Background: an optimization exercise with open tools, aiming at small area and a short achievable clock period. Do not read the settings as production practice.
Function was checked by simulation only, so behaviour that the tests miss may differ from the original.
Power is estimated from default activity; no workload was simulated.

==> flow/design.v (outline; a module is shown in full before it is edited, if it fits) <==
// module sa_mac_pe: 1094 lines
// module sa_sel: 3 lines
// module sa_fa: 4 lines
// module sa_ha: 4 lines
// module systolic_gemm_engine: 124 lines
module systolic_gemm_engine #(
   parameter int ROWS = 4,
   parameter int COLS = 4,
   parameter int DW   = 8,
   parameter int AW   = 20
) (
   input  logic                 clk,
   input  logic                 rst,
   input  logic                 w_valid,
   output logic                 w_ready,
   input  logic [COLS*DW-1:0]   w_data,
   input  logic                 a_valid,
   output logic                 a_ready,
   input  logic                 a_last,
   input  logic [ROWS*DW-1:0]   a_data,
   output logic                 out_valid,
   output logic [COLS*AW-1:0]   out_data,
   output logic                 busy
);
  // ...
==> flow/run.sh <==
#!/bin/bash
# synth_recipe.tcl (not shown) runs the flow's synth.tcl, then flattens the netlist and writes it again
# the make line also repeats each setting of config.mk as NAME=value (left out here)
make -C /OpenROAD-flow-scripts/flow DESIGN_CONFIG=/design/flow/config.mk WORK_HOME=/design/flow/orfs CLKGATE_MAP_FILE= SYNTH_SCRIPT=/design/flow/synth_recipe.tcl finish
==> flow/config.mk <==
export PLATFORM = sky130hd
export DESIGN_NAME = systolic_gemm_engine
export DESIGN_NICKNAME = systolic_gemm_engine
export VERILOG_FILES = /design/flow/design.v
export SDC_FILE = /design/flow/constraint.sdc
export NUM_CORES = 4
export LEC_CHECK = 0
export CAP_MARGIN = 20
export CORE_MARGIN = 2
export CORE_UTILIZATION = 40
export SETUP_SLACK_MARGIN = 4.9
export SLEW_MARGIN = 20
export SYNTH_HIERARCHICAL = 1
export SYNTH_MINIMUM_KEEP_SIZE = 0
export TNS_END_PERCENT = 0
==> flow/constraint.sdc <==
create_clock -name core_clock -period 8.0 [get_ports {clk}]
set_input_delay 1.6000 -clock core_clock [delete_from_list [all_inputs] [get_ports {clk}]]
set_output_delay 1.6000 -clock core_clock [all_outputs]
set_load 0.01 [all_outputs]
==> flow_summary.yaml, run 1 <==
power:
  p_switching_w: 0.0101
  powerDensity_nw_per_um2: 494
  switching_share_pct: 42.6
  top_power_group: "combinational cells"
  internal_power_w: 0.0136
worst_setup_path:
  crit_fanout: 24
  cp_slowest_cell: "dfxtp_1"
  r2r_cells: 5
  crit_type: "flip-flop to flip-flop"
  regToRegEndpoint: "g_col[3].u_pe.q518"
clocking:
  cts_tree: "yes"
  post_cts_buffers: 2
  htreeDepth: 3
  clk_latency_ns: 0.66
layout:
  buf_share_pct: 4.92
  stdcell_count: 5050
  inverters_excl_clock: 32
  top_register: "r_a"
  final_util_pct: 46.5
detailed_routing:
  via_per_inst: 6.01
  vias: 30326
  dr.pass1.iters: 5
sta:
  period_minus_slack_ns: 3.24
  fin_crit_sh_pct: 40.6
  finalWorstSetupSlack_ns: 4.76
hold_path:
  hold_start: "r_a[0][19]"
  hold_end: "r_a[1][19]"
logic_synthesis:
  synthDistinctLibCells: 65
  synth_area_leader_cell: "dfxtp_1"
  synthSimpleGateAreaFrac_pct: 3.36
  synth_area_leaders: "dfxtp_1, fa_1, a22o_1"
  synth-seq-cells: 738
  synth_top_family_by_area: "adder cells"
placement:
  hpwlAfterDp_um: 83300
floorplan:
  taps: 1380
  row_count: 118
global_routing:
  grt_pass1_vias: 30518
run_status:
  status: "no timing/DRC/antenna violations"
==> module sa_mac_pe, before the edit <==
module sa_mac_pe (
   input  logic        clk,
   input  logic [47:0] i_sel,    
   input  logic [15:0] i_wa,     
   input  logic [15:0] i_wb,     
   input  logic [17:0] i_ws,     
   output logic [17:0] o_res
);
   logic pp1;
   logic x2;
   logic pp3;
   logic x4;
   logic pp5;
   logic x6;
   logic pp7;
   logic x8;
   logic pp9;
   logic x10;
   logic pp11;
   logic x12;
   logic pp13;
   logic x14;
   logic pp15;
   logic x16;
   logic pp17;
   logic x18;
   logic pp19;
   logic x20;
   logic pp21;
   logic x22;
   logic pp23;
   logic x24;
   logic pp25;
   logic x26;
   logic pp27;
   logic x28;
   logic pp29;
   logic x30;
   logic pp31;
   logic x32;
   logic pp33;
   logic x34;
   logic pp35;
   logic x36;
   logic pp37;
   logic x38;
   logic pp39;
   logic x40;
   logic pp41;
   logic x42;
   logic pp43;
   logic x44;
   logic pp45;
   logic x46;
   logic pp47;
   logic x48;
   logic pp49;
   logic x50;
   logic pp51;
   logic x52;
   logic pp53;
   logic x54;
   logic pp55;
   logic x56;
   logic pp57;
   logic x58;
   logic pp59;
   logic x60;
   logic pp61;
   logic x62;
   logic pp63;
   logic x64;
   logic pp65;
   logic x66;
   logic pp67;
   logic x68;
   logic pp69;
   logic x70;
   logic pp71;
   logic x72;
   logic pp73;
   logic x74;
   logic pp75;
   logic x76;
   logic pp77;
   logic x78;
   logic pp79;
   logic x80;
   logic pp81;
   logic x82;
   logic pp83;
   logic x84;
   logic pp85;
   logic x86;
   logic pp87;
   logic x88;
   logic pp89;
   logic x90;
   logic pp91;
   logic x92;
   logic pp93;
   logic x94;
   logic pp95;
   logic x96;
   logic pp97;
   logic x98;
   logic pp99;
   logic x100;
   logic pp101;
   logic x102;
   logic pp103;
   logic x104;
   logic pp105;
   logic x106;
   logic pp107;
   logic x108;
   logic pp109;
   logic x110;
   logic pp111;
   logic x112;
   logic pp113;
   logic x114;
   logic pp115;
   logic x116;
   logic pp117;
   logic x118;
   logic pp119;
   logic x120;
   logic pp121;
   logic x122;
   logic pp123;
   logic x124;
   logic pp125;
   logic x126;
   logic pp127;
   logic x128;
   logic pp129;
   logic x130;
   logic pp131;
   logic x132;
   logic pp133;
   logic x134;
   logic pp135;
   logic x136;
   logic pp137;
   logic x138;
   logic pp139;
   logic x140;
   logic pp141;
   logic x142;
   logic pp143;
   logic x144;
   logic pp145;
   logic x146;
   logic pp147;
   logic x148;
   logic pp149;
   logic x150;
   logic pp151;
   logic x152;
   logic pp153;
   logic x154;
   logic pp155;
   logic x156;
   logic pp157;
   logic x158;
   logic pp159;
   logic x160;
   logic pp161;
   logic x162;
   logic pp163;
   logic x164;
   logic pp165;
   logic x166;
   logic pp167;
   logic x168;
   logic pp169;
   logic x170;
   logic pp171;
   logic x172;
   logic pp173;
   logic x174;
   logic pp175;
   logic x176;
   logic pp177;
   logic x178;
   logic pp179;
   logic x180;
   logic pp181;
   logic x182;
   logic pp183;
   logic x184;
   logic pp185;
   logic x186;
   logic pp187;
   logic x188;
   logic pp189;
   logic x190;
   logic pp191;
   logic x192;
   logic pp193;
   logic x194;
   logic pp195;
   logic x196;
   logic pp197;
   logic x198;
   logic pp199;
   logic x200;
   logic pp201;
   logic x202;
   logic pp203;
   logic x204;
   logic pp205;
   logic x206;
   logic pp207;
   logic x208;
   logic pp209;
   logic x210;
   logic pp211;
   logic x212;
   logic pp213;
   logic x214;
   logic pp215;
   logic x216;
   logic pp217;
   logic x218;
   logic pp219;
   logic x220;
   logic pp221;
   logic x222;
   logic pp223;
   logic x224;
   logic pp225;
   logic x226;
   logic pp227;
   logic x228;
   logic pp229;
   logic x230;
   logic pp231;
   logic x232;
   logic pp233;
   logic x234;
   logic pp235;
   logic x236;
   logic pp237;
   logic x238;
   logic pp239;
   logic x240;
   logic pp241;
   logic x242;
   logic pp243;
   logic x244;
   logic pp245;
   logic x246;
   logic pp247;
   logic x248;
   logic pp249;
   logic x250;
   logic pp251;
   logic x252;
   logic pp253;
   logic x254;
   logic pp255;
   logic x256;
   logic pp257;
   logic x258;
   logic pp259;
   logic x260;
   logic pp261;
   logic x262;
   logic pp263;
   logic x264;
   logic pp265;
   logic x266;
   logic pp267;
   logic x268;
   logic pp269;
   logic x270;
   logic pp271;
   logic x272;
   logic pp273;
   logic x274;
   logic pp275;
   logic x276;
   logic pp277;
   logic x278;
   logic pp279;
   logic x280;
   logic pp281;
   logic x282;
   logic pp283;
   logic x284;
   logic pp285;
   logic x286;
   logic pp287;
   logic x288;
   logic s289;
   logic c290;
   logic s291;
   logic c292;
   logic s293;
   logic c294;
   logic s295;
   logic c296;
   logic s297;
   logic c298;
   logic s299;
   logic c300;
   logic s301;
   logic c302;
   logic s303;
   logic c304;
   logic s305;
   logic c306;
   logic s307;
   logic c308;
   logic s309;
   logic c310;
   logic s311;
   logic c312;
   logic s313;
   logic c314;
   logic s315;
   logic c316;
   logic s317;
   logic c318;
   logic s319;
   logic c320;
   logic s321;
   logic c322;
   logic s323;
   logic c324;
   logic s325;
   logic c326;
   logic s327;
   logic c328;
   logic s329;
   logic c330;
   logic s331;
   logic c332;
   logic s333;
   logic c334;
   logic s335;
   logic c336;
   logic s337;
   logic c338;
   logic s339;
   logic c340;
   logic s341;
   logic c342;
   logic s343;
   logic c344;
   logic s345;
   logic c346;
   logic s347;
   logic c348;
   logic s349;
   logic c350;
   logic s351;
   logic c352;
   logic s353;
   logic c354;
   logic s355;
   logic c356;
   logic s357;
   logic c358;
   logic s359;
   logic c360;
   logic s361;
   logic c362;
   logic s363;
   logic c364;
   logic s365;
   logic c366;
   logic s367;
   logic c368;
   logic s369;
   logic c370;
   logic s371;
   logic c372;
   logic s373;
   logic c374;
   logic s375;
   logic c376;
   logic s377;
   logic c378;
   logic s379;
   logic c380;
   logic s381;
   logic c382;
   logic s383;
   logic c384;
   logic s385;
   logic c386;
   logic s387;
   logic c388;
   logic s389;
   logic c390;
   logic s391;
   logic c392;
   logic s393;
   logic c394;
   logic s395;
   logic c396;
   logic s397;
   logic c398;
   logic s399;
   logic c400;
   logic s401;
   logic c402;
   logic s403;
   logic c404;
   logic s405;
   logic c406;
   logic s407;
   logic c408;
   logic s409;
   logic c410;
   logic s411;
   logic c412;
   logic s413;
   logic c414;
   logic s415;
   logic c416;
   logic s417;
   logic c418;
   logic s419;
   logic c420;
   logic s421;
   logic c422;
   logic s423;
   logic c424;
   logic s425;
   logic c426;
   logic s427;
   logic c428;
   logic s429;
   logic c430;
   logic s431;
   logic c432;
   logic s433;
   logic c434;
   logic s435;
   logic c436;
   logic s437;
   logic c438;
   logic s439;
   logic c440;
   logic s441;
   logic c442;
   logic s443;
   logic c444;
   logic s445;
   logic c446;
   logic s447;
   logic c448;
   logic s449;
   logic c450;
   logic s451;
   logic c452;
   logic s453;
   logic c454;
   logic s455;
   logic c456;
   logic s457;
   logic c458;
   logic s459;
   logic c460;
   logic s461;
   logic c462;
   logic s463;
   logic c464;
   logic s465;
   logic c466;
   logic s467;
   logic c468;
   logic s469;
   logic c470;
   logic s471;
   logic c472;
   logic s473;
   logic c474;
   logic s475;
   logic c476;
   logic s477;
   logic c478;
   logic s479;
   logic c480;
   logic q481;
   logic q482;
   logic q483;
   logic q484;
   logic q485;
   logic q486;
   logic q487;
   logic q488;
   logic q489;
   logic q490;
   logic q491;
   logic q492;
   logic q493;
   logic q494;
   logic q495;
   logic q496;
   logic q497;
   logic q498;
   logic q499;
   logic q500;
   logic q501;
   logic q502;
   logic q503;
   logic q504;
   logic q505;
   logic q506;
   logic q507;
   logic q508;
   logic q509;
   logic q510;
   logic q511;
   logic q512;
   logic q513;
   logic q514;
   logic q515;
   logic q516;
   logic q517;
   logic q518;
   logic q519;
   logic q520;
   logic q521;
   logic q522;
   logic q523;
   logic q524;
   logic q525;
   logic q526;
   logic q527;
   logic q528;
   logic q529;
   logic q530;
   logic q531;
   logic q532;
   logic q533;
   logic q534;
   logic q535;
   logic q536;
   logic q537;
   logic q538;
   logic q539;
   logic q540;
   logic q541;
   logic s542;
   logic c543;
   logic s544;
   logic c545;
   logic s546;
   logic c547;
   logic s548;
   logic c549;
   logic s550;
   logic c551;
   logic s552;
   logic c553;
   logic s554;
   logic c555;
   logic s556;
   logic c557;
   logic s558;
   logic c559;
   logic s560;
   logic c561;
   logic s562;
   logic c563;
   logic s564;
   logic c565;
   logic s566;
   logic c567;
   logic s568;
   logic c569;
   logic s570;
   logic c571;
   logic s572;
   logic c573;
   logic s574;
   logic c575;
   logic s576;
   logic c577;
   logic s578;
   logic c579;
   logic s580;
   logic c581;
   logic s582;
   logic c583;
   logic s584;
   logic c585;
   logic s586;
   logic c587;
   logic s588;
   logic c589;
   logic s590;
   logic c591;
   logic s592;
   logic c593;
   logic s594;
   logic c595;
   logic s596;
   logic c597;
   logic s598;
   logic c599;
   logic s600;
   logic c601;
   logic s602;
   logic c603;
   logic [17:0] w_a, w_b;
   sa_sel u_x2 (.s1(i_sel[0]), .w1(i_wa[0]), .s2(i_sel[1]), .w2(i_wb[0]), .x(x2));
   assign pp1 = ~(x2 | (i_sel[2] & i_ws[0]));
   sa_sel u_x4 (.s1(i_sel[0]), .w1(i_wa[1]), .s2(i_sel[1]), .w2(i_wb[1]), .x(x4));
   assign pp3 = ~(x4 | (i_sel[2] & i_ws[1]));
   sa_sel u_x6 (.s1(i_sel[0]), .w1(i_wa[2]), .s2(i_sel[1]), .w2(i_wb[2]), .x(x6));
   assign pp5 = ~(x6 | (i_sel[2] & i_ws[2]));
   sa_sel u_x8 (.s1(i_sel[0]), .w1(i_wa[3]), .s2(i_sel[1]), .w2(i_wb[3]), .x(x8));
   assign pp7 = ~(x8 | (i_sel[2] & i_ws[3]));
   sa_sel u_x10 (.s1(i_sel[0]), .w1(i_wa[4]), .s2(i_sel[1]), .w2(i_wb[4]), .x(x10));
   assign pp9 = ~(x10 | (i_sel[2] & i_ws[4]));
   sa_sel u_x12 (.s1(i_sel[0]), .w1(i_wa[5]), .s2(i_sel[1]), .w2(i_wb[5]), .x(x12));
   assign pp11 = ~(x12 | (i_sel[2] & i_ws[5]));
   sa_sel u_x14 (.s1(i_sel[0]), .w1(i_wa[6]), .s2(i_sel[1]), .w2(i_wb[6]), .x(x14));
   assign pp13 = ~(x14 | (i_sel[2] & i_ws[6]));
   sa_sel u_x16 (.s1(i_sel[0]), .w1(i_wa[7]), .s2(i_sel[1]), .w2(i_wb[7]), .x(x16));
   assign pp15 = ~(x16 | (i_sel[2] & i_ws[7]));
   sa_sel u_x18 (.s1(i_sel[0]), .w1(i_wa[7]), .s2(i_sel[1]), .w2(i_wb[7]), .x(x18));
   assign pp17 = (x18 | (i_sel[2] & i_ws[8]));
   sa_sel u_x20 (.s1(i_sel[3]), .w1(i_wa[0]), .s2(i_sel[4]), .w2(i_wb[0]), .x(x20));
   assign pp19 = ~(x20 | (i_sel[5] & i_ws[0]));
   sa_sel u_x22 (.s1(i_sel[3]), .w1(i_wa[1]), .s2(i_sel[4]), .w2(i_wb[1]), .x(x22));
   assign pp21 = ~(x22 | (i_sel[5] & i_ws[1]));
   sa_sel u_x24 (.s1(i_sel[3]), .w1(i_wa[2]), .s2(i_sel[4]), .w2(i_wb[2]), .x(x24));
   assign pp23 = ~(x24 | (i_sel[5] & i_ws[2]));
   sa_sel u_x26 (.s1(i_sel[3]), .w1(i_wa[3]), .s2(i_sel[4]), .w2(i_wb[3]), .x(x26));
   assign pp25 = ~(x26 | (i_sel[5] & i_ws[3]));
   sa_sel u_x28 (.s1(i_sel[3]), .w1(i_wa[4]), .s2(i_sel[4]), .w2(i_wb[4]), .x(x28));
   assign pp27 = ~(x28 | (i_sel[5] & i_ws[4]));
   sa_sel u_x30 (.s1(i_sel[3]), .w1(i_wa[5]), .s2(i_sel[4]), .w2(i_wb[5]), .x(x30));
   assign pp29 = ~(x30 | (i_sel[5] & i_ws[5]));
   sa_sel u_x32 (.s1(i_sel[3]), .w1(i_wa[6]), .s2(i_sel[4]), .w2(i_wb[6]), .x(x32));
   assign pp31 = ~(x32 | (i_sel[5] & i_ws[6]));
   sa_sel u_x34 (.s1(i_sel[3]), .w1(i_wa[7]), .s2(i_sel[4]), .w2(i_wb[7]), .x(x34));
   assign pp33 = ~(x34 | (i_sel[5] & i_ws[7]));
   sa_sel u_x36 (.s1(i_sel[3]), .w1(i_wa[7]), .s2(i_sel[4]), .w2(i_wb[7]), .x(x36));
   assign pp35 = (x36 | (i_sel[5] & i_ws[8]));
   sa_sel u_x38 (.s1(i_sel[6]), .w1(i_wa[0]), .s2(i_sel[7]), .w2(i_wb[0]), .x(x38));
   assign pp37 = ~(x38 | (i_sel[8] & i_ws[0]));
   sa_sel u_x40 (.s1(i_sel[6]), .w1(i_wa[1]), .s2(i_sel[7]), .w2(i_wb[1]), .x(x40));
   assign pp39 = ~(x40 | (i_sel[8] & i_ws[1]));
   sa_sel u_x42 (.s1(i_sel[6]), .w1(i_wa[2]), .s2(i_sel[7]), .w2(i_wb[2]), .x(x42));
   assign pp41 = ~(x42 | (i_sel[8] & i_ws[2]));
   sa_sel u_x44 (.s1(i_sel[6]), .w1(i_wa[3]), .s2(i_sel[7]), .w2(i_wb[3]), .x(x44));
   assign pp43 = ~(x44 | (i_sel[8] & i_ws[3]));
   sa_sel u_x46 (.s1(i_sel[6]), .w1(i_wa[4]), .s2(i_sel[7]), .w2(i_wb[4]), .x(x46));
   assign pp45 = ~(x46 | (i_sel[8] & i_ws[4]));
   sa_sel u_x48 (.s1(i_sel[6]), .w1(i_wa[5]), .s2(i_sel[7]), .w2(i_wb[5]), .x(x48));
   assign pp47 = ~(x48 | (i_sel[8] & i_ws[5]));
   sa_sel u_x50 (.s1(i_sel[6]), .w1(i_wa[6]), .s2(i_sel[7]), .w2(i_wb[6]), .x(x50));
   assign pp49 = ~(x50 | (i_sel[8] & i_ws[6]));
   sa_sel u_x52 (.s1(i_sel[6]), .w1(i_wa[7]), .s2(i_sel[7]), .w2(i_wb[7]), .x(x52));
   assign pp51 = ~(x52 | (i_sel[8] & i_ws[7]));
   sa_sel u_x54 (.s1(i_sel[6]), .w1(i_wa[7]), .s2(i_sel[7]), .w2(i_wb[7]), .x(x54));
   assign pp53 = (x54 | (i_sel[8] & i_ws[8]));
   sa_sel u_x56 (.s1(i_sel[9]), .w1(i_wa[0]), .s2(i_sel[10]), .w2(i_wb[0]), .x(x56));
   assign pp55 = ~(x56 | (i_sel[11] & i_ws[0]));
   sa_sel u_x58 (.s1(i_sel[9]), .w1(i_wa[1]), .s2(i_sel[10]), .w2(i_wb[1]), .x(x58));
   assign pp57 = ~(x58 | (i_sel[11] & i_ws[1]));
   sa_sel u_x60 (.s1(i_sel[9]), .w1(i_wa[2]), .s2(i_sel[10]), .w2(i_wb[2]), .x(x60));
   assign pp59 = ~(x60 | (i_sel[11] & i_ws[2]));
   sa_sel u_x62 (.s1(i_sel[9]), .w1(i_wa[3]), .s2(i_sel[10]), .w2(i_wb[3]), .x(x62));
   assign pp61 = ~(x62 | (i_sel[11] & i_ws[3]));
   sa_sel u_x64 (.s1(i_sel[9]), .w1(i_wa[4]), .s2(i_sel[10]), .w2(i_wb[4]), .x(x64));
   assign pp63 = ~(x64 | (i_sel[11] & i_ws[4]));
   sa_sel u_x66 (.s1(i_sel[9]), .w1(i_wa[5]), .s2(i_sel[10]), .w2(i_wb[5]), .x(x66));
   assign pp65 = ~(x66 | (i_sel[11] & i_ws[5]));
   sa_sel u_x68 (.s1(i_sel[9]), .w1(i_wa[6]), .s2(i_sel[10]), .w2(i_wb[6]), .x(x68));
   assign pp67 = ~(x68 | (i_sel[11] & i_ws[6]));
   sa_sel u_x70 (.s1(i_sel[9]), .w1(i_wa[7]), .s2(i_sel[10]), .w2(i_wb[7]), .x(x70));
   assign pp69 = ~(x70 | (i_sel[11] & i_ws[7]));
   sa_sel u_x72 (.s1(i_sel[9]), .w1(i_wa[7]), .s2(i_sel[10]), .w2(i_wb[7]), .x(x72));
   assign pp71 = (x72 | (i_sel[11] & i_ws[8]));
   sa_sel u_x74 (.s1(i_sel[12]), .w1(i_wa[0]), .s2(i_sel[13]), .w2(i_wb[0]), .x(x74));
   assign pp73 = ~(x74 | (i_sel[14] & i_ws[0]));
   sa_sel u_x76 (.s1(i_sel[12]), .w1(i_wa[1]), .s2(i_sel[13]), .w2(i_wb[1]), .x(x76));
   assign pp75 = ~(x76 | (i_sel[14] & i_ws[1]));
   sa_sel u_x78 (.s1(i_sel[12]), .w1(i_wa[2]), .s2(i_sel[13]), .w2(i_wb[2]), .x(x78));
   assign pp77 = ~(x78 | (i_sel[14] & i_ws[2]));
   sa_sel u_x80 (.s1(i_sel[12]), .w1(i_wa[3]), .s2(i_sel[13]), .w2(i_wb[3]), .x(x80));
   assign pp79 = ~(x80 | (i_sel[14] & i_ws[3]));
   sa_sel u_x82 (.s1(i_sel[12]), .w1(i_wa[4]), .s2(i_sel[13]), .w2(i_wb[4]), .x(x82));
   assign pp81 = ~(x82 | (i_sel[14] & i_ws[4]));
   sa_sel u_x84 (.s1(i_sel[12]), .w1(i_wa[5]), .s2(i_sel[13]), .w2(i_wb[5]), .x(x84));
   assign pp83 = ~(x84 | (i_sel[14] & i_ws[5]));
   sa_sel u_x86 (.s1(i_sel[12]), .w1(i_wa[6]), .s2(i_sel[13]), .w2(i_wb[6]), .x(x86));
   assign pp85 = ~(x86 | (i_sel[14] & i_ws[6]));
   sa_sel u_x88 (.s1(i_sel[12]), .w1(i_wa[7]), .s2(i_sel[13]), .w2(i_wb[7]), .x(x88));
   assign pp87 = ~(x88 | (i_sel[14] & i_ws[7]));
   sa_sel u_x90 (.s1(i_sel[12]), .w1(i_wa[7]), .s2(i_sel[13]), .w2(i_wb[7]), .x(x90));
   assign pp89 = (x90 | (i_sel[14] & i_ws[8]));
   sa_sel u_x92 (.s1(i_sel[15]), .w1(i_wa[0]), .s2(i_sel[16]), .w2(i_wb[0]), .x(x92));
   assign pp91 = ~(x92 | (i_sel[17] & i_ws[0]));
   sa_sel u_x94 (.s1(i_sel[15]), .w1(i_wa[1]), .s2(i_sel[16]), .w2(i_wb[1]), .x(x94));
   assign pp93 = ~(x94 | (i_sel[17] & i_ws[1]));
   sa_sel u_x96 (.s1(i_sel[15]), .w1(i_wa[2]), .s2(i_sel[16]), .w2(i_wb[2]), .x(x96));
   assign pp95 = ~(x96 | (i_sel[17] & i_ws[2]));
   sa_sel u_x98 (.s1(i_sel[15]), .w1(i_wa[3]), .s2(i_sel[16]), .w2(i_wb[3]), .x(x98));
   assign pp97 = ~(x98 | (i_sel[17] & i_ws[3]));
   sa_sel u_x100 (.s1(i_sel[15]), .w1(i_wa[4]), .s2(i_sel[16]), .w2(i_wb[4]), .x(x100));
   assign pp99 = ~(x100 | (i_sel[17] & i_ws[4]));
   sa_sel u_x102 (.s1(i_sel[15]), .w1(i_wa[5]), .s2(i_sel[16]), .w2(i_wb[5]), .x(x102));
   assign pp101 = ~(x102 | (i_sel[17] & i_ws[5]));
   sa_sel u_x104 (.s1(i_sel[15]), .w1(i_wa[6]), .s2(i_sel[16]), .w2(i_wb[6]), .x(x104));
   assign pp103 = ~(x104 | (i_sel[17] & i_ws[6]));
   sa_sel u_x106 (.s1(i_sel[15]), .w1(i_wa[7]), .s2(i_sel[16]), .w2(i_wb[7]), .x(x106));
   assign pp105 = ~(x106 | (i_sel[17] & i_ws[7]));
   sa_sel u_x108 (.s1(i_sel[15]), .w1(i_wa[7]), .s2(i_sel[16]), .w2(i_wb[7]), .x(x108));
   assign pp107 = (x108 | (i_sel[17] & i_ws[8]));
   sa_sel u_x110 (.s1(i_sel[18]), .w1(i_wa[0]), .s2(i_sel[19]), .w2(i_wb[0]), .x(x110));
   assign pp109 = ~(x110 | (i_sel[20] & i_ws[0]));
   sa_sel u_x112 (.s1(i_sel[18]), .w1(i_wa[1]), .s2(i_sel[19]), .w2(i_wb[1]), .x(x112));
   assign pp111 = ~(x112 | (i_sel[20] & i_ws[1]));
   sa_sel u_x114 (.s1(i_sel[18]), .w1(i_wa[2]), .s2(i_sel[19]), .w2(i_wb[2]), .x(x114));
   assign pp113 = ~(x114 | (i_sel[20] & i_ws[2]));
   sa_sel u_x116 (.s1(i_sel[18]), .w1(i_wa[3]), .s2(i_sel[19]), .w2(i_wb[3]), .x(x116));
   assign pp115 = ~(x116 | (i_sel[20] & i_ws[3]));
   sa_sel u_x118 (.s1(i_sel[18]), .w1(i_wa[4]), .s2(i_sel[19]), .w2(i_wb[4]), .x(x118));
   assign pp117 = ~(x118 | (i_sel[20] & i_ws[4]));
   sa_sel u_x120 (.s1(i_sel[18]), .w1(i_wa[5]), .s2(i_sel[19]), .w2(i_wb[5]), .x(x120));
   assign pp119 = ~(x120 | (i_sel[20] & i_ws[5]));
   sa_sel u_x122 (.s1(i_sel[18]), .w1(i_wa[6]), .s2(i_sel[19]), .w2(i_wb[6]), .x(x122));
   assign pp121 = ~(x122 | (i_sel[20] & i_ws[6]));
   sa_sel u_x124 (.s1(i_sel[18]), .w1(i_wa[7]), .s2(i_sel[19]), .w2(i_wb[7]), .x(x124));
   assign pp123 = ~(x124 | (i_sel[20] & i_ws[7]));
   sa_sel u_x126 (.s1(i_sel[18]), .w1(i_wa[7]), .s2(i_sel[19]), .w2(i_wb[7]), .x(x126));
   assign pp125 = (x126 | (i_sel[20] & i_ws[8]));
   sa_sel u_x128 (.s1(i_sel[21]), .w1(i_wa[0]), .s2(i_sel[22]), .w2(i_wb[0]), .x(x128));
   assign pp127 = (x128 | (i_sel[23] & i_ws[0]));
   sa_sel u_x130 (.s1(i_sel[21]), .w1(i_wa[1]), .s2(i_sel[22]), .w2(i_wb[1]), .x(x130));
   assign pp129 = (x130 | (i_sel[23] & i_ws[1]));
   sa_sel u_x132 (.s1(i_sel[21]), .w1(i_wa[2]), .s2(i_sel[22]), .w2(i_wb[2]), .x(x132));
   assign pp131 = (x132 | (i_sel[23] & i_ws[2]));
   sa_sel u_x134 (.s1(i_sel[21]), .w1(i_wa[3]), .s2(i_sel[22]), .w2(i_wb[3]), .x(x134));
   assign pp133 = (x134 | (i_sel[23] & i_ws[3]));
   sa_sel u_x136 (.s1(i_sel[21]), .w1(i_wa[4]), .s2(i_sel[22]), .w2(i_wb[4]), .x(x136));
   assign pp135 = (x136 | (i_sel[23] & i_ws[4]));
   sa_sel u_x138 (.s1(i_sel[21]), .w1(i_wa[5]), .s2(i_sel[22]), .w2(i_wb[5]), .x(x138));
   assign pp137 = (x138 | (i_sel[23] & i_ws[5]));
   sa_sel u_x140 (.s1(i_sel[21]), .w1(i_wa[6]), .s2(i_sel[22]), .w2(i_wb[6]), .x(x140));
   assign pp139 = (x140 | (i_sel[23] & i_ws[6]));
   sa_sel u_x142 (.s1(i_sel[21]), .w1(i_wa[7]), .s2(i_sel[22]), .w2(i_wb[7]), .x(x142));
   assign pp141 = (x142 | (i_sel[23] & i_ws[7]));
   sa_sel u_x144 (.s1(i_sel[21]), .w1(i_wa[7]), .s2(i_sel[22]), .w2(i_wb[7]), .x(x144));
   assign pp143 = ~(x144 | (i_sel[23] & i_ws[8]));
   sa_sel u_x146 (.s1(i_sel[24]), .w1(i_wa[8]), .s2(i_sel[25]), .w2(i_wb[8]), .x(x146));
   assign pp145 = ~(x146 | (i_sel[26] & i_ws[9]));
   sa_sel u_x148 (.s1(i_sel[24]), .w1(i_wa[9]), .s2(i_sel[25]), .w2(i_wb[9]), .x(x148));
   assign pp147 = ~(x148 | (i_sel[26] & i_ws[10]));
   sa_sel u_x150 (.s1(i_sel[24]), .w1(i_wa[10]), .s2(i_sel[25]), .w2(i_wb[10]), .x(x150));
   assign pp149 = ~(x150 | (i_sel[26] & i_ws[11]));
   sa_sel u_x152 (.s1(i_sel[24]), .w1(i_wa[11]), .s2(i_sel[25]), .w2(i_wb[11]), .x(x152));
   assign pp151 = ~(x152 | (i_sel[26] & i_ws[12]));
   sa_sel u_x154 (.s1(i_sel[24]), .w1(i_wa[12]), .s2(i_sel[25]), .w2(i_wb[12]), .x(x154));
   assign pp153 = ~(x154 | (i_sel[26] & i_ws[13]));
   sa_sel u_x156 (.s1(i_sel[24]), .w1(i_wa[13]), .s2(i_sel[25]), .w2(i_wb[13]), .x(x156));
   assign pp155 = ~(x156 | (i_sel[26] & i_ws[14]));
   sa_sel u_x158 (.s1(i_sel[24]), .w1(i_wa[14]), .s2(i_sel[25]), .w2(i_wb[14]), .x(x158));
   assign pp157 = ~(x158 | (i_sel[26] & i_ws[15]));
   sa_sel u_x160 (.s1(i_sel[24]), .w1(i_wa[15]), .s2(i_sel[25]), .w2(i_wb[15]), .x(x160));
   assign pp159 = ~(x160 | (i_sel[26] & i_ws[16]));
   sa_sel u_x162 (.s1(i_sel[24]), .w1(i_wa[15]), .s2(i_sel[25]), .w2(i_wb[15]), .x(x162));
   assign pp161 = (x162 | (i_sel[26] & i_ws[17]));
   sa_sel u_x164 (.s1(i_sel[27]), .w1(i_wa[8]), .s2(i_sel[28]), .w2(i_wb[8]), .x(x164));
   assign pp163 = ~(x164 | (i_sel[29] & i_ws[9]));
   sa_sel u_x166 (.s1(i_sel[27]), .w1(i_wa[9]), .s2(i_sel[28]), .w2(i_wb[9]), .x(x166));
   assign pp165 = ~(x166 | (i_sel[29] & i_ws[10]));
   sa_sel u_x168 (.s1(i_sel[27]), .w1(i_wa[10]), .s2(i_sel[28]), .w2(i_wb[10]), .x(x168));
   assign pp167 = ~(x168 | (i_sel[29] & i_ws[11]));
   sa_sel u_x170 (.s1(i_sel[27]), .w1(i_wa[11]), .s2(i_sel[28]), .w2(i_wb[11]), .x(x170));
   assign pp169 = ~(x170 | (i_sel[29] & i_ws[12]));
   sa_sel u_x172 (.s1(i_sel[27]), .w1(i_wa[12]), .s2(i_sel[28]), .w2(i_wb[12]), .x(x172));
   assign pp171 = ~(x172 | (i_sel[29] & i_ws[13]));
   sa_sel u_x174 (.s1(i_sel[27]), .w1(i_wa[13]), .s2(i_sel[28]), .w2(i_wb[13]), .x(x174));
   assign pp173 = ~(x174 | (i_sel[29] & i_ws[14]));
   sa_sel u_x176 (.s1(i_sel[27]), .w1(i_wa[14]), .s2(i_sel[28]), .w2(i_wb[14]), .x(x176));
   assign pp175 = ~(x176 | (i_sel[29] & i_ws[15]));
   sa_sel u_x178 (.s1(i_sel[27]), .w1(i_wa[15]), .s2(i_sel[28]), .w2(i_wb[15]), .x(x178));
   assign pp177 = ~(x178 | (i_sel[29] & i_ws[16]));
   sa_sel u_x180 (.s1(i_sel[27]), .w1(i_wa[15]), .s2(i_sel[28]), .w2(i_wb[15]), .x(x180));
   assign pp179 = (x180 | (i_sel[29] & i_ws[17]));
   sa_sel u_x182 (.s1(i_sel[30]), .w1(i_wa[8]), .s2(i_sel[31]), .w2(i_wb[8]), .x(x182));
   assign pp181 = ~(x182 | (i_sel[32] & i_ws[9]));
   sa_sel u_x184 (.s1(i_sel[30]), .w1(i_wa[9]), .s2(i_sel[31]), .w2(i_wb[9]), .x(x184));
   assign pp183 = ~(x184 | (i_sel[32] & i_ws[10]));
   sa_sel u_x186 (.s1(i_sel[30]), .w1(i_wa[10]), .s2(i_sel[31]), .w2(i_wb[10]), .x(x186));
   assign pp185 = ~(x186 | (i_sel[32] & i_ws[11]));
   sa_sel u_x188 (.s1(i_sel[30]), .w1(i_wa[11]), .s2(i_sel[31]), .w2(i_wb[11]), .x(x188));
   assign pp187 = ~(x188 | (i_sel[32] & i_ws[12]));
   sa_sel u_x190 (.s1(i_sel[30]), .w1(i_wa[12]), .s2(i_sel[31]), .w2(i_wb[12]), .x(x190));
   assign pp189 = ~(x190 | (i_sel[32] & i_ws[13]));
   sa_sel u_x192 (.s1(i_sel[30]), .w1(i_wa[13]), .s2(i_sel[31]), .w2(i_wb[13]), .x(x192));
   assign pp191 = ~(x192 | (i_sel[32] & i_ws[14]));
   sa_sel u_x194 (.s1(i_sel[30]), .w1(i_wa[14]), .s2(i_sel[31]), .w2(i_wb[14]), .x(x194));
   assign pp193 = ~(x194 | (i_sel[32] & i_ws[15]));
   sa_sel u_x196 (.s1(i_sel[30]), .w1(i_wa[15]), .s2(i_sel[31]), .w2(i_wb[15]), .x(x196));
   assign pp195 = ~(x196 | (i_sel[32] & i_ws[16]));
   sa_sel u_x198 (.s1(i_sel[30]), .w1(i_wa[15]), .s2(i_sel[31]), .w2(i_wb[15]), .x(x198));
   assign pp197 = (x198 | (i_sel[32] & i_ws[17]));
   sa_sel u_x200 (.s1(i_sel[33]), .w1(i_wa[8]), .s2(i_sel[34]), .w2(i_wb[8]), .x(x200));
   assign pp199 = ~(x200 | (i_sel[35] & i_ws[9]));
   sa_sel u_x202 (.s1(i_sel[33]), .w1(i_wa[9]), .s2(i_sel[34]), .w2(i_wb[9]), .x(x202));
   assign pp201 = ~(x202 | (i_sel[35] & i_ws[10]));
   sa_sel u_x204 (.s1(i_sel[33]), .w1(i_wa[10]), .s2(i_sel[34]), .w2(i_wb[10]), .x(x204));
   assign pp203 = ~(x204 | (i_sel[35] & i_ws[11]));
   sa_sel u_x206 (.s1(i_sel[33]), .w1(i_wa[11]), .s2(i_sel[34]), .w2(i_wb[11]), .x(x206));
   assign pp205 = ~(x206 | (i_sel[35] & i_ws[12]));
   sa_sel u_x208 (.s1(i_sel[33]), .w1(i_wa[12]), .s2(i_sel[34]), .w2(i_wb[12]), .x(x208));
   assign pp207 = ~(x208 | (i_sel[35] & i_ws[13]));
   sa_sel u_x210 (.s1(i_sel[33]), .w1(i_wa[13]), .s2(i_sel[34]), .w2(i_wb[13]), .x(x210));
   assign pp209 = ~(x210 | (i_sel[35] & i_ws[14]));
   sa_sel u_x212 (.s1(i_sel[33]), .w1(i_wa[14]), .s2(i_sel[34]), .w2(i_wb[14]), .x(x212));
   assign pp211 = ~(x212 | (i_sel[35] & i_ws[15]));
   sa_sel u_x214 (.s1(i_sel[33]), .w1(i_wa[15]), .s2(i_sel[34]), .w2(i_wb[15]), .x(x214));
   assign pp213 = ~(x214 | (i_sel[35] & i_ws[16]));
   sa_sel u_x216 (.s1(i_sel[33]), .w1(i_wa[15]), .s2(i_sel[34]), .w2(i_wb[15]), .x(x216));
   assign pp215 = (x216 | (i_sel[35] & i_ws[17]));
   sa_sel u_x218 (.s1(i_sel[36]), .w1(i_wa[8]), .s2(i_sel[37]), .w2(i_wb[8]), .x(x218));
   assign pp217 = ~(x218 | (i_sel[38] & i_ws[9]));
   sa_sel u_x220 (.s1(i_sel[36]), .w1(i_wa[9]), .s2(i_sel[37]), .w2(i_wb[9]), .x(x220));
   assign pp219 = ~(x220 | (i_sel[38] & i_ws[10]));
   sa_sel u_x222 (.s1(i_sel[36]), .w1(i_wa[10]), .s2(i_sel[37]), .w2(i_wb[10]), .x(x222));
   assign pp221 = ~(x222 | (i_sel[38] & i_ws[11]));
   sa_sel u_x224 (.s1(i_sel[36]), .w1(i_wa[11]), .s2(i_sel[37]), .w2(i_wb[11]), .x(x224));
   assign pp223 = ~(x224 | (i_sel[38] & i_ws[12]));
   sa_sel u_x226 (.s1(i_sel[36]), .w1(i_wa[12]), .s2(i_sel[37]), .w2(i_wb[12]), .x(x226));
   assign pp225 = ~(x226 | (i_sel[38] & i_ws[13]));
   sa_sel u_x228 (.s1(i_sel[36]), .w1(i_wa[13]), .s2(i_sel[37]), .w2(i_wb[13]), .x(x228));
   assign pp227 = ~(x228 | (i_sel[38] & i_ws[14]));
   sa_sel u_x230 (.s1(i_sel[36]), .w1(i_wa[14]), .s2(i_sel[37]), .w2(i_wb[14]), .x(x230));
   assign pp229 = ~(x230 | (i_sel[38] & i_ws[15]));
   sa_sel u_x232 (.s1(i_sel[36]), .w1(i_wa[15]), .s2(i_sel[37]), .w2(i_wb[15]), .x(x232));
   assign pp231 = ~(x232 | (i_sel[38] & i_ws[16]));
   sa_sel u_x234 (.s1(i_sel[36]), .w1(i_wa[15]), .s2(i_sel[37]), .w2(i_wb[15]), .x(x234));
   assign pp233 = (x234 | (i_sel[38] & i_ws[17]));
   sa_sel u_x236 (.s1(i_sel[39]), .w1(i_wa[8]), .s2(i_sel[40]), .w2(i_wb[8]), .x(x236));
   assign pp235 = ~(x236 | (i_sel[41] & i_ws[9]));
   sa_sel u_x238 (.s1(i_sel[39]), .w1(i_wa[9]), .s2(i_sel[40]), .w2(i_wb[9]), .x(x238));
   assign pp237 = ~(x238 | (i_sel[41] & i_ws[10]));
   sa_sel u_x240 (.s1(i_sel[39]), .w1(i_wa[10]), .s2(i_sel[40]), .w2(i_wb[10]), .x(x240));
   assign pp239 = ~(x240 | (i_sel[41] & i_ws[11]));
   sa_sel u_x242 (.s1(i_sel[39]), .w1(i_wa[11]), .s2(i_sel[40]), .w2(i_wb[11]), .x(x242));
   assign pp241 = ~(x242 | (i_sel[41] & i_ws[12]));
   sa_sel u_x244 (.s1(i_sel[39]), .w1(i_wa[12]), .s2(i_sel[40]), .w2(i_wb[12]), .x(x244));
   assign pp243 = ~(x244 | (i_sel[41] & i_ws[13]));
   sa_sel u_x246 (.s1(i_sel[39]), .w1(i_wa[13]), .s2(i_sel[40]), .w2(i_wb[13]), .x(x246));
   assign pp245 = ~(x246 | (i_sel[41] & i_ws[14]));
   sa_sel u_x248 (.s1(i_sel[39]), .w1(i_wa[14]), .s2(i_sel[40]), .w2(i_wb[14]), .x(x248));
   assign pp247 = ~(x248 | (i_sel[41] & i_ws[15]));
   sa_sel u_x250 (.s1(i_sel[39]), .w1(i_wa[15]), .s2(i_sel[40]), .w2(i_wb[15]), .x(x250));
   assign pp249 = ~(x250 | (i_sel[41] & i_ws[16]));
   sa_sel u_x252 (.s1(i_sel[39]), .w1(i_wa[15]), .s2(i_sel[40]), .w2(i_wb[15]), .x(x252));
   assign pp251 = (x252 | (i_sel[41] & i_ws[17]));
   sa_sel u_x254 (.s1(i_sel[42]), .w1(i_wa[8]), .s2(i_sel[43]), .w2(i_wb[8]), .x(x254));
   assign pp253 = ~(x254 | (i_sel[44] & i_ws[9]));
   sa_sel u_x256 (.s1(i_sel[42]), .w1(i_wa[9]), .s2(i_sel[43]), .w2(i_wb[9]), .x(x256));
   assign pp255 = ~(x256 | (i_sel[44] & i_ws[10]));
   sa_sel u_x258 (.s1(i_sel[42]), .w1(i_wa[10]), .s2(i_sel[43]), .w2(i_wb[10]), .x(x258));
   assign pp257 = ~(x258 | (i_sel[44] & i_ws[11]));
   sa_sel u_x260 (.s1(i_sel[42]), .w1(i_wa[11]), .s2(i_sel[43]), .w2(i_wb[11]), .x(x260));
   assign pp259 = ~(x260 | (i_sel[44] & i_ws[12]));
   sa_sel u_x262 (.s1(i_sel[42]), .w1(i_wa[12]), .s2(i_sel[43]), .w2(i_wb[12]), .x(x262));
   assign pp261 = ~(x262 | (i_sel[44] & i_ws[13]));
   sa_sel u_x264 (.s1(i_sel[42]), .w1(i_wa[13]), .s2(i_sel[43]), .w2(i_wb[13]), .x(x264));
   assign pp263 = ~(x264 | (i_sel[44] & i_ws[14]));
   sa_sel u_x266 (.s1(i_sel[42]), .w1(i_wa[14]), .s2(i_sel[43]), .w2(i_wb[14]), .x(x266));
   assign pp265 = ~(x266 | (i_sel[44] & i_ws[15]));
   sa_sel u_x268 (.s1(i_sel[42]), .w1(i_wa[15]), .s2(i_sel[43]), .w2(i_wb[15]), .x(x268));
   assign pp267 = ~(x268 | (i_sel[44] & i_ws[16]));
   sa_sel u_x270 (.s1(i_sel[42]), .w1(i_wa[15]), .s2(i_sel[43]), .w2(i_wb[15]), .x(x270));
   assign pp269 = (x270 | (i_sel[44] & i_ws[17]));
   sa_sel u_x272 (.s1(i_sel[45]), .w1(i_wa[8]), .s2(i_sel[46]), .w2(i_wb[8]), .x(x272));
   assign pp271 = (x272 | (i_sel[47] & i_ws[9]));
   sa_sel u_x274 (.s1(i_sel[45]), .w1(i_wa[9]), .s2(i_sel[46]), .w2(i_wb[9]), .x(x274));
   assign pp273 = (x274 | (i_sel[47] & i_ws[10]));
   sa_sel u_x276 (.s1(i_sel[45]), .w1(i_wa[10]), .s2(i_sel[46]), .w2(i_wb[10]), .x(x276));
   assign pp275 = (x276 | (i_sel[47] & i_ws[11]));
   sa_sel u_x278 (.s1(i_sel[45]), .w1(i_wa[11]), .s2(i_sel[46]), .w2(i_wb[11]), .x(x278));
   assign pp277 = (x278 | (i_sel[47] & i_ws[12]));
   sa_sel u_x280 (.s1(i_sel[45]), .w1(i_wa[12]), .s2(i_sel[46]), .w2(i_wb[12]), .x(x280));
   assign pp279 = (x280 | (i_sel[47] & i_ws[13]));
   sa_sel u_x282 (.s1(i_sel[45]), .w1(i_wa[13]), .s2(i_sel[46]), .w2(i_wb[13]), .x(x282));
   assign pp281 = (x282 | (i_sel[47] & i_ws[14]));
   sa_sel u_x284 (.s1(i_sel[45]), .w1(i_wa[14]), .s2(i_sel[46]), .w2(i_wb[14]), .x(x284));
   assign pp283 = (x284 | (i_sel[47] & i_ws[15]));
   sa_sel u_x286 (.s1(i_sel[45]), .w1(i_wa[15]), .s2(i_sel[46]), .w2(i_wb[15]), .x(x286));
   assign pp285 = (x286 | (i_sel[47] & i_ws[16]));
   sa_sel u_x288 (.s1(i_sel[45]), .w1(i_wa[15]), .s2(i_sel[46]), .w2(i_wb[15]), .x(x288));
   assign pp287 = ~(x288 | (i_sel[47] & i_ws[17]));
   sa_fa u_s289 (.a(pp13), .b(pp29), .c(pp45), .s(s289), .co(c290));
   sa_fa u_s291 (.a(pp15), .b(pp31), .c(pp47), .s(s291), .co(c292));
   sa_fa u_s293 (.a(pp63), .b(pp79), .c(pp95), .s(s293), .co(c294));
   sa_ha u_s295 (.a(pp111), .b(pp127), .s(s295), .co(c296));
   sa_fa u_s297 (.a(pp17), .b(pp33), .c(pp49), .s(s297), .co(c298));
   sa_fa u_s299 (.a(pp65), .b(pp81), .c(pp97), .s(s299), .co(c300));
   sa_fa u_s301 (.a(pp113), .b(pp129), .c(pp161), .s(s301), .co(c302));
   sa_fa u_s303 (.a(pp35), .b(pp51), .c(pp67), .s(s303), .co(c304));
   sa_fa u_s305 (.a(pp83), .b(pp99), .c(pp115), .s(s305), .co(c306));
   sa_ha u_s307 (.a(pp131), .b(pp179), .s(s307), .co(c308));
   sa_fa u_s309 (.a(pp53), .b(pp69), .c(pp85), .s(s309), .co(c310));
   sa_fa u_s311 (.a(pp9), .b(pp25), .c(pp41), .s(s311), .co(c312));
   sa_fa u_s313 (.a(pp11), .b(pp27), .c(pp43), .s(s313), .co(c314));
   sa_fa u_s315 (.a(pp59), .b(pp75), .c(pp91), .s(s315), .co(c316));
   sa_ha u_s317 (.a(pp155), .b(pp171), .s(s317), .co(c318));
   sa_fa u_s319 (.a(pp61), .b(pp77), .c(pp93), .s(s319), .co(c320));
   sa_fa u_s321 (.a(pp109), .b(pp157), .c(pp173), .s(s321), .co(c322));
   sa_fa u_s323 (.a(pp189), .b(pp205), .c(pp221), .s(s323), .co(c324));
   sa_ha u_s325 (.a(pp237), .b(pp253), .s(s325), .co(c326));
   sa_fa u_s327 (.a(pp159), .b(pp175), .c(pp191), .s(s327), .co(c328));
   sa_fa u_s329 (.a(pp207), .b(pp223), .c(pp239), .s(s329), .co(c330));
   sa_fa u_s331 (.a(pp255), .b(pp271), .c(1'b1), .s(s331), .co(c332));
   sa_fa u_s333 (.a(s291), .b(s293), .c(s295), .s(s333), .co(c334));
   sa_fa u_s335 (.a(pp177), .b(pp193), .c(pp209), .s(s335), .co(c336));
   sa_fa u_s337 (.a(pp225), .b(pp241), .c(pp257), .s(s337), .co(c338));
   sa_fa u_s339 (.a(pp273), .b(s297), .c(s299), .s(s339), .co(c340));
   sa_fa u_s341 (.a(s301), .b(c292), .c(c294), .s(s341), .co(c342));
   sa_fa u_s343 (.a(pp195), .b(pp211), .c(pp227), .s(s343), .co(c344));
   sa_fa u_s345 (.a(pp243), .b(pp259), .c(pp275), .s(s345), .co(c346));
   sa_fa u_s347 (.a(1'b1), .b(s303), .c(s305), .s(s347), .co(c348));
   sa_fa u_s349 (.a(s307), .b(c298), .c(c300), .s(s349), .co(c350));
   sa_fa u_s351 (.a(pp101), .b(pp117), .c(pp133), .s(s351), .co(c352));
   sa_fa u_s353 (.a(pp197), .b(pp213), .c(pp229), .s(s353), .co(c354));
   sa_fa u_s355 (.a(pp245), .b(pp261), .c(pp277), .s(s355), .co(c356));
   sa_fa u_s357 (.a(s309), .b(c304), .c(c306), .s(s357), .co(c358));
   sa_fa u_s359 (.a(pp71), .b(pp87), .c(pp103), .s(s359), .co(c360));
   sa_fa u_s361 (.a(pp119), .b(pp135), .c(pp215), .s(s361), .co(c362));
   sa_fa u_s363 (.a(pp231), .b(pp247), .c(pp263), .s(s363), .co(c364));
   sa_fa u_s365 (.a(pp89), .b(pp105), .c(pp121), .s(s365), .co(c366));
   sa_ha u_s367 (.a(pp5), .b(pp21), .s(s367), .co(c368));
   sa_fa u_s369 (.a(pp7), .b(pp23), .c(pp39), .s(s369), .co(c370));
   sa_fa u_s371 (.a(pp55), .b(pp151), .c(pp167), .s(s371), .co(c372));
   sa_fa u_s373 (.a(pp57), .b(pp73), .c(pp153), .s(s373), .co(c374));
   sa_fa u_s375 (.a(pp169), .b(pp185), .c(pp201), .s(s375), .co(c376));
   sa_ha u_s377 (.a(pp217), .b(1'b1), .s(s377), .co(c378));
   sa_fa u_s379 (.a(pp187), .b(pp203), .c(pp219), .s(s379), .co(c380));
   sa_fa u_s381 (.a(pp235), .b(1'b1), .c(s313), .s(s381), .co(c382));
   sa_fa u_s383 (.a(s315), .b(s317), .c(c312), .s(s383), .co(c384));
   sa_fa u_s385 (.a(1'b1), .b(s289), .c(s319), .s(s385), .co(c386));
   sa_fa u_s387 (.a(s321), .b(s323), .c(s325), .s(s387), .co(c388));
   sa_fa u_s389 (.a(c314), .b(c316), .c(c318), .s(s389), .co(c390));
   sa_fa u_s391 (.a(c290), .b(s327), .c(s329), .s(s391), .co(c392));
   sa_fa u_s393 (.a(s331), .b(s333), .c(c320), .s(s393), .co(c394));
   sa_fa u_s395 (.a(c322), .b(c324), .c(c326), .s(s395), .co(c396));
   sa_fa u_s397 (.a(c296), .b(s335), .c(s337), .s(s397), .co(c398));
   sa_fa u_s399 (.a(s339), .b(s341), .c(c328), .s(s399), .co(c400));
   sa_fa u_s401 (.a(c330), .b(c332), .c(c334), .s(s401), .co(c402));
   sa_fa u_s403 (.a(c302), .b(s343), .c(s345), .s(s403), .co(c404));
   sa_fa u_s405 (.a(s347), .b(s349), .c(c336), .s(s405), .co(c406));
   sa_fa u_s407 (.a(c338), .b(c340), .c(c342), .s(s407), .co(c408));
   sa_fa u_s409 (.a(c308), .b(s351), .c(s353), .s(s409), .co(c410));
   sa_fa u_s411 (.a(s355), .b(s357), .c(c344), .s(s411), .co(c412));
   sa_fa u_s413 (.a(c346), .b(c348), .c(c350), .s(s413), .co(c414));
   sa_fa u_s415 (.a(pp279), .b(c310), .c(s359), .s(s415), .co(c416));
   sa_fa u_s417 (.a(s361), .b(s363), .c(c352), .s(s417), .co(c418));
   sa_fa u_s419 (.a(c354), .b(c356), .c(c358), .s(s419), .co(c420));
   sa_fa u_s421 (.a(pp137), .b(pp233), .c(pp249), .s(s421), .co(c422));
   sa_fa u_s423 (.a(pp265), .b(pp281), .c(s365), .s(s423), .co(c424));
   sa_fa u_s425 (.a(c360), .b(c362), .c(c364), .s(s425), .co(c426));
   sa_fa u_s427 (.a(pp107), .b(pp123), .c(pp139), .s(s427), .co(c428));
   sa_fa u_s429 (.a(pp251), .b(pp267), .c(pp283), .s(s429), .co(c430));
   sa_fa u_s431 (.a(pp37), .b(pp149), .c(pp165), .s(s431), .co(c432));
   sa_fa u_s433 (.a(pp183), .b(pp199), .c(1'b1), .s(s433), .co(c434));
   sa_ha u_s435 (.a(s369), .b(s371), .s(s435), .co(c436));
   sa_fa u_s437 (.a(s311), .b(s373), .c(s375), .s(s437), .co(c438));
   sa_fa u_s439 (.a(s377), .b(c370), .c(c372), .s(s439), .co(c440));
   sa_fa u_s441 (.a(s379), .b(s381), .c(s383), .s(s441), .co(c442));
   sa_fa u_s443 (.a(c374), .b(c376), .c(c378), .s(s443), .co(c444));
   sa_fa u_s445 (.a(s385), .b(s387), .c(s389), .s(s445), .co(c446));
   sa_fa u_s447 (.a(c380), .b(c382), .c(c384), .s(s447), .co(c448));
   sa_fa u_s449 (.a(s391), .b(s393), .c(s395), .s(s449), .co(c450));
   sa_fa u_s451 (.a(c386), .b(c388), .c(c390), .s(s451), .co(c452));
   sa_fa u_s453 (.a(s397), .b(s399), .c(s401), .s(s453), .co(c454));
   sa_fa u_s455 (.a(c392), .b(c394), .c(c396), .s(s455), .co(c456));
   sa_fa u_s457 (.a(s403), .b(s405), .c(s407), .s(s457), .co(c458));
   sa_fa u_s459 (.a(c398), .b(c400), .c(c402), .s(s459), .co(c460));
   sa_fa u_s461 (.a(s409), .b(s411), .c(s413), .s(s461), .co(c462));
   sa_fa u_s463 (.a(c404), .b(c406), .c(c408), .s(s463), .co(c464));
   sa_fa u_s465 (.a(s415), .b(s417), .c(s419), .s(s465), .co(c466));
   sa_fa u_s467 (.a(c410), .b(c412), .c(c414), .s(s467), .co(c468));
   sa_fa u_s469 (.a(s421), .b(s423), .c(s425), .s(s469), .co(c470));
   sa_fa u_s471 (.a(c416), .b(c418), .c(c420), .s(s471), .co(c472));
   sa_fa u_s473 (.a(c366), .b(s427), .c(s429), .s(s473), .co(c474));
   sa_fa u_s475 (.a(c422), .b(c424), .c(c426), .s(s475), .co(c476));
   sa_fa u_s477 (.a(pp125), .b(pp141), .c(pp269), .s(s477), .co(c478));
   sa_fa u_s479 (.a(pp285), .b(c428), .c(c430), .s(s479), .co(c480));
   sa_ha u_s542 (.a(q483), .b(q484), .s(s542), .co(c543));
   sa_fa u_s544 (.a(q487), .b(1'b1), .c(q488), .s(s544), .co(c545));
   sa_fa u_s546 (.a(q490), .b(q491), .c(q492), .s(s546), .co(c547));
   sa_fa u_s548 (.a(q494), .b(q495), .c(q496), .s(s548), .co(c549));
   sa_fa u_s550 (.a(q498), .b(q499), .c(q500), .s(s550), .co(c551));
   sa_fa u_s552 (.a(q502), .b(q503), .c(q504), .s(s552), .co(c553));
   sa_fa u_s554 (.a(q506), .b(q507), .c(q508), .s(s554), .co(c555));
   sa_fa u_s556 (.a(q510), .b(q511), .c(q512), .s(s556), .co(c557));
   sa_fa u_s558 (.a(q514), .b(q515), .c(q516), .s(s558), .co(c559));
   sa_fa u_s560 (.a(q518), .b(q519), .c(q520), .s(s560), .co(c561));
   sa_fa u_s562 (.a(q522), .b(q523), .c(q524), .s(s562), .co(c563));
   sa_fa u_s564 (.a(q526), .b(q527), .c(q528), .s(s564), .co(c565));
   sa_fa u_s566 (.a(q530), .b(q531), .c(q532), .s(s566), .co(c567));
   sa_fa u_s568 (.a(q534), .b(q535), .c(q536), .s(s568), .co(c569));
   sa_fa u_s570 (.a(q538), .b(q539), .c(q540), .s(s570), .co(c571));
   sa_ha u_s572 (.a(q481), .b(q482), .s(s572), .co(c573));
   sa_fa u_s574 (.a(q485), .b(q486), .c(s542), .s(s574), .co(c575));
   sa_fa u_s576 (.a(q489), .b(s544), .c(c543), .s(s576), .co(c577));
   sa_fa u_s578 (.a(q493), .b(s546), .c(c545), .s(s578), .co(c579));
   sa_fa u_s580 (.a(q497), .b(s548), .c(c547), .s(s580), .co(c581));
   sa_fa u_s582 (.a(q501), .b(s550), .c(c549), .s(s582), .co(c583));
   sa_fa u_s584 (.a(q505), .b(s552), .c(c551), .s(s584), .co(c585));
   sa_fa u_s586 (.a(q509), .b(s554), .c(c553), .s(s586), .co(c587));
   sa_fa u_s588 (.a(q513), .b(s556), .c(c555), .s(s588), .co(c589));
   sa_fa u_s590 (.a(q517), .b(s558), .c(c557), .s(s590), .co(c591));
   sa_fa u_s592 (.a(q521), .b(s560), .c(c559), .s(s592), .co(c593));
   sa_fa u_s594 (.a(q525), .b(s562), .c(c561), .s(s594), .co(c595));
   sa_fa u_s596 (.a(q529), .b(s564), .c(c563), .s(s596), .co(c597));
   sa_fa u_s598 (.a(q533), .b(s566), .c(c565), .s(s598), .co(c599));
   sa_fa u_s600 (.a(q537), .b(s568), .c(c567), .s(s600), .co(c601));
   sa_fa u_s602 (.a(q541), .b(s570), .c(c569), .s(s602), .co(c603));
   always_ff @(posedge clk) begin
      q481 <= pp1;
      q482 <= pp145;
      q483 <= pp3;
      q484 <= pp19;
      q485 <= pp147;
      q486 <= pp163;
      q487 <= pp181;
      q488 <= s367;
      q489 <= s431;
      q490 <= c368;
      q491 <= s433;
      q492 <= s435;
      q493 <= c432;
      q494 <= s437;
      q495 <= s439;
      q496 <= c434;
      q497 <= c436;
      q498 <= s441;
      q499 <= s443;
      q500 <= c438;
      q501 <= c440;
      q502 <= s445;
      q503 <= s447;
      q504 <= c442;
      q505 <= c444;
      q506 <= s449;
      q507 <= s451;
      q508 <= c446;
      q509 <= c448;
      q510 <= s453;
      q511 <= s455;
      q512 <= c450;
      q513 <= c452;
      q514 <= s457;
      q515 <= s459;
      q516 <= c454;
      q517 <= c456;
      q518 <= s461;
      q519 <= s463;
      q520 <= c458;
      q521 <= c460;
      q522 <= s465;
      q523 <= s467;
      q524 <= c462;
      q525 <= c464;
      q526 <= s469;
      q527 <= s471;
      q528 <= c466;
      q529 <= c468;
      q530 <= s473;
      q531 <= s475;
      q532 <= c470;
      q533 <= c472;
      q534 <= s477;
      q535 <= s479;
      q536 <= c474;
      q537 <= c476;
      q538 <= pp143;
      q539 <= pp287;
      q540 <= c478;
      q541 <= c480;
   end
   assign w_a = {1'b1, c571, s602, s600, s598, s596, s594, s592, s590, s588, s586, s584, s582, s580, s578, s576, s574, 1'b1};
   assign w_b = {1'b0, c603, c601, c599, c597, c595, c593, c591, c589, c587, c585, c583, c581, c579, c577, c575, c573, s572};
   always_ff @(posedge clk) o_res <= ~(w_a + w_b);
endmodule
==> inputs of run 2 (changes only) <==
--- a/flow/design.v
+++ b/flow/design.v
@@ -930,7 +930,7 @@
    sa_ha u_s325 (.a(pp237), .b(pp253), .s(s325), .co(c326));
    sa_fa u_s327 (.a(pp159), .b(pp175), .c(pp191), .s(s327), .co(c328));
    sa_fa u_s329 (.a(pp207), .b(pp223), .c(pp239), .s(s329), .co(c330));
-   sa_fa u_s331 (.a(pp255), .b(pp271), .c(1'b1), .s(s331), .co(c332));
+   sa_fa1 u_s331 (.a(pp255), .b(pp271), .s(s331), .co(c332));
    sa_fa u_s333 (.a(s291), .b(s293), .c(s295), .s(s333), .co(c334));
    sa_fa u_s335 (.a(pp177), .b(pp193), .c(pp209), .s(s335), .co(c336));
    sa_fa u_s337 (.a(pp225), .b(pp241), .c(pp257), .s(s337), .co(c338));
@@ -938,7 +938,7 @@
    sa_fa u_s341 (.a(s301), .b(c292), .c(c294), .s(s341), .co(c342));
    sa_fa u_s343 (.a(pp195), .b(pp211), .c(pp227), .s(s343), .co(c344));
    sa_fa u_s345 (.a(pp243), .b(pp259), .c(pp275), .s(s345), .co(c346));
-   sa_fa u_s347 (.a(1'b1), .b(s303), .c(s305), .s(s347), .co(c348));
+   sa_fa1 u_s347 (.a(s303), .b(s305), .s(s347), .co(c348));
    sa_fa u_s349 (.a(s307), .b(c298), .c(c300), .s(s349), .co(c350));
    sa_fa u_s351 (.a(pp101), .b(pp117), .c(pp133), .s(s351), .co(c352));
    sa_fa u_s353 (.a(pp197), .b(pp213), .c(pp229), .s(s353), .co(c354));
@@ -953,11 +953,12 @@
    sa_fa u_s371 (.a(pp55), .b(pp151), .c(pp167), .s(s371), .co(c372));
    sa_fa u_s373 (.a(pp57), .b(pp73), .c(pp153), .s(s373), .co(c374));
    sa_fa u_s375 (.a(pp169), .b(pp185), .c(pp201), .s(s375), .co(c376));
-   sa_ha u_s377 (.a(pp217), .b(1'b1), .s(s377), .co(c378));
+   assign s377 = ~pp217;
+   assign c378 = pp217;
    sa_fa u_s379 (.a(pp187), .b(pp203), .c(pp219), .s(s379), .co(c380));
-   sa_fa u_s381 (.a(pp235), .b(1'b1), .c(s313), .s(s381), .co(c382));
+   sa_fa1 u_s381 (.a(pp235), .b(s313), .s(s381), .co(c382));
    sa_fa u_s383 (.a(s315), .b(s317), .c(c312), .s(s383), .co(c384));
-   sa_fa u_s385 (.a(1'b1), .b(s289), .c(s319), .s(s385), .co(c386));
+   sa_fa1 u_s385 (.a(s289), .b(s319), .s(s385), .co(c386));
    sa_fa u_s387 (.a(s321), .b(s323), .c(s325), .s(s387), .co(c388));
    sa_fa u_s389 (.a(c314), .b(c316), .c(c318), .s(s389), .co(c390));
    sa_fa u_s391 (.a(c290), .b(s327), .c(s329), .s(s391), .co(c392));
@@ -981,7 +982,7 @@
    sa_fa u_s427 (.a(pp107), .b(pp123), .c(pp139), .s(s427), .co(c428));
    sa_fa u_s429 (.a(pp251), .b(pp267), .c(pp283), .s(s429), .co(c430));
    sa_fa u_s431 (.a(pp37), .b(pp149), .c(pp165), .s(s431), .co(c432));
-   sa_fa u_s433 (.a(pp183), .b(pp199), .c(1'b1), .s(s433), .co(c434));
+   sa_fa1 u_s433 (.a(pp183), .b(pp199), .s(s433), .co(c434));
    sa_ha u_s435 (.a(s369), .b(s371), .s(s435), .co(c436));
    sa_fa u_s437 (.a(s311), .b(s373), .c(s375), .s(s437), .co(c438));
    sa_fa u_s439 (.a(s377), .b(c370), .c(c372), .s(s439), .co(c440));
@@ -1006,7 +1007,7 @@
    sa_fa u_s477 (.a(pp125), .b(pp141), .c(pp269), .s(s477), .co(c478));
    sa_fa u_s479 (.a(pp285), .b(c428), .c(c430), .s(s479), .co(c480));
    sa_ha u_s542 (.a(q483), .b(q484), .s(s542), .co(c543));
-   sa_fa u_s544 (.a(q487), .b(1'b1), .c(q488), .s(s544), .co(c545));
+   sa_fa1 u_s544 (.a(q487), .b(q488), .s(s544), .co(c545));
    sa_fa u_s546 (.a(q490), .b(q491), .c(q492), .s(s546), .co(c547));
    sa_fa u_s548 (.a(q494), .b(q495), .c(q496), .s(s548), .co(c549));
    sa_fa u_s550 (.a(q498), .b(q499), .c(q500), .s(s550), .co(c551));
@@ -1110,6 +1111,10 @@
    assign s  = a ^ b ^ c;
    assign co = (a & b) | (a & c) | (b & c);
 endmodule
+module sa_fa1 (input logic a, b, output logic s, co);   
+   assign s  = ~(a ^ b);
+   assign co = a | b;
+endmodule
 module sa_ha (input logic a, b, output logic s, co);
    assign s  = a ^ b;
    assign co = a & b;
--- a/flow/config.mk
+++ b/flow/config.mk
@@ -8,6 +8,8 @@
 export CAP_MARGIN = 20
 export CORE_MARGIN = 2
 export CORE_UTILIZATION = 40
+export CTS_CLUSTER_DIAMETER = 100
+export CTS_CLUSTER_SIZE = 24
 export SETUP_SLACK_MARGIN = 4.9
 export SLEW_MARGIN = 20
 export SYNTH_HIERARCHICAL = 1
==> run 2 against run 1 <==
Against the previous run: first-iteration DRC count up 0.19%; sequential power is essentially flat; maximum frequency rose by 1.9%; critical endpoint is now a_ready; final area fell by 3.2%; global-route usage decreased by 0.28 points; synthesized cell count up 2.7%; largest cell class unchanged; still clean on timing, DRC and antenna; cell count fell by 0.53%; sequential share of layout area is 1.1 points higher; total power decreased by 6.7%; utilization shrank 1.6 points.
==> flow_summary.yaml, run 2 <==
sta:
  timing.fmax_mhz: 314
  fin_crit_sh_pct: 39.8
  skew_ns: 0.0402
  period_minus_slack_ns: 3.18
logic_synthesis:
  synth-seq-cells: 738
  synth_top_cell_area_share_pct: 29.3
  synth_area_leader_cell: "dfxtp_1"
  synth_edf_count: 128
  synthDistinctLibCells: 64
  syn_area_sq_um: 41600
  async_reset_ff_share_pct: 0
  yosysWarnings: 11
  synth_area_leaders: "dfxtp_1, fa_1, a22o_1"
  synthFlopType: "dfxtp_1"
detailed_routing:
  drc: 0
  drt-initial-drc-count: 3166
  dr.pass1.iters: 6
  routed_wirelength_um: 122000
  vias: 29898
  wl_per_cell_um: 24.3
  via_per_inst: 5.95
placement:
  routabilityCongestion: 0.872
  hpwlAfterDp_um: 82100
power:
  powerDensity_nw_per_um2: 476
  p_leak_nw: 18.9
clocking:
  htreeDepth: 2
  clock_sinks: 738
  holdBufCountCts: 0
  clk_latency_ns: 0.68
  clk_pin_slew_ns: 0.09
  cts_tree: "yes"
worst_setup_path:
  crit_type: "flip-flop to output pin"
  reg2reg_slack_ns: 4.82
  regToRegEndpoint: "g_col[3].u_pe.q506"
  worst-path-buf-inv: 1
  cp_slowest_cell: "clkdlybuf4s50_1"
  r2r_cells: 6
  cp_cell_sequence: "clkdlybuf4s50_1"
  crit_fanout: 5
run_status:
  status: "no timing/DRC/antenna violations"
layout:
  final_util_pct: 44.9
  top_register: "r_a"
  area_growth_syn_to_layout_pct: 11.5
  layout_commonest_cell: "dfxtp_1"
global_routing:
  grt_pass1_wl_um: 186000
  grt_pass1_vias: 30011
floorplan:
  row_count: 118
  die_h_um: 327
## run 2: worst min-delay path by stage
| stage | start | end | slack (ns) | cells past startpoint |
|---|---|---|---|---|
| final | r_a[3][7] | r_a[4][7] | 0.33 | 0 |
| after CTS | r_a[2][24] | r_a[3][24] | 0.33 | 0 |
| after detailed placement | r_a[3][28] | r_a[4][28] | 0.31 | 0 |
| after global placement | r_a[3][10] | r_a[4][10] | 0.31 | 0 |
| after global routing | r_a[2][14] | r_a[3][14] | 0.33 | 0 |
| after floorplan | r_a[0][0] | r_a[1][0] | 0.31 | 0 |
## run 2: metal layers
layer / GRT usage (%) / up-vias / share of wire (%)
li1: - / 13140 / -
met1: 30.3 / 14829 / 41
met2: 35.6 / 1606 / 46
met3: 4.71 / 321 / 8.9
met4: 10.1 / 2 / 4.9
met5: 0 / - / 0.016
## run 2: stage by stage
step	power (W)	std cells	worst slack (ns)	area (sq um)
2_1_floorplan	0.0163	3490	4.94	41700
3_3_place_gp	0.0196	4916	4.39	44600
3_5_place_dp	0.0198	4916	4.34	44600
4_1_cts	0.0224	5001	4.75	46200
5_1_grt	0.0243	5023	4.74	46400
6_report	0.0221	5023	4.82	46400
## run 2: cells by family after synthesis
| kind of cell | after synthesis | share of synthesized area [%] |
|---|---|---|
| AND/OR/NAND/NOR | 244 | 3.35 |
| XOR/XNOR | 91 | 1.91 |
| flip-flops | 738 | 38.6 |
| multiplexers | 8 | 0.207 |
| AO/OA/AOI/OAI | 1474 | 25.4 |
| buffers and inverters | 286 | 2.76 |
| adder cells (fa/ha/maj) | 649 | 27.8 |
## run 2: cell type report
cell class | count | area [sq um]
Clock buffer | 56 | 1200
Timing Repair Buffer | 232 | 2230
Sequential cell | 738 | 16100
Inverter | 132 | 495
Fill cell | 9597 | 56900
Multi-Input combinational cell | 2466 | 24400
Clock inverter | 19 | 249
Tap cell | 1380 | 1730
## run 2: Yosys stat by module, one instance, submodules excluded
module                flops+latches  area, sq um  cells inside
sa_fa                             0         20.0             1
sa_fa1                            0         27.5             5
sa_ha                             0         12.5             1
sa_mac_pe                        79         3420           374
sa_sel                            0         8.76             1
systolic_gemm_engine            422        12900           818
## run 2: power by group
| group | internal, W | switching [W] | total, W |
|---|---|---|---|
| logic | 0.00635 | 0.00782 | 0.0142 |
| registers | 0.00484 | 0.000565 | 0.00541 |
| clock network | 0.00113 | 0.00140 | 0.00253 |
## run 2: what timing repair did
action	4_1_cts	5_1_grt
pin swaps	0	1
setup endpoints to repair	159	153
endpoints found under the hold margin	0	0
setup buffers	10	22
gates cloned	0	0
resized for setup	13	18

Check on run 2: ideal ports give 4.815 ns setup slack; a clkbuf_16 on the clock port and buf_2 on the inputs give 4.743 ns; moving port delays by the midpoint clock arrival (0.734 ns) as well gives 4.388 ns.
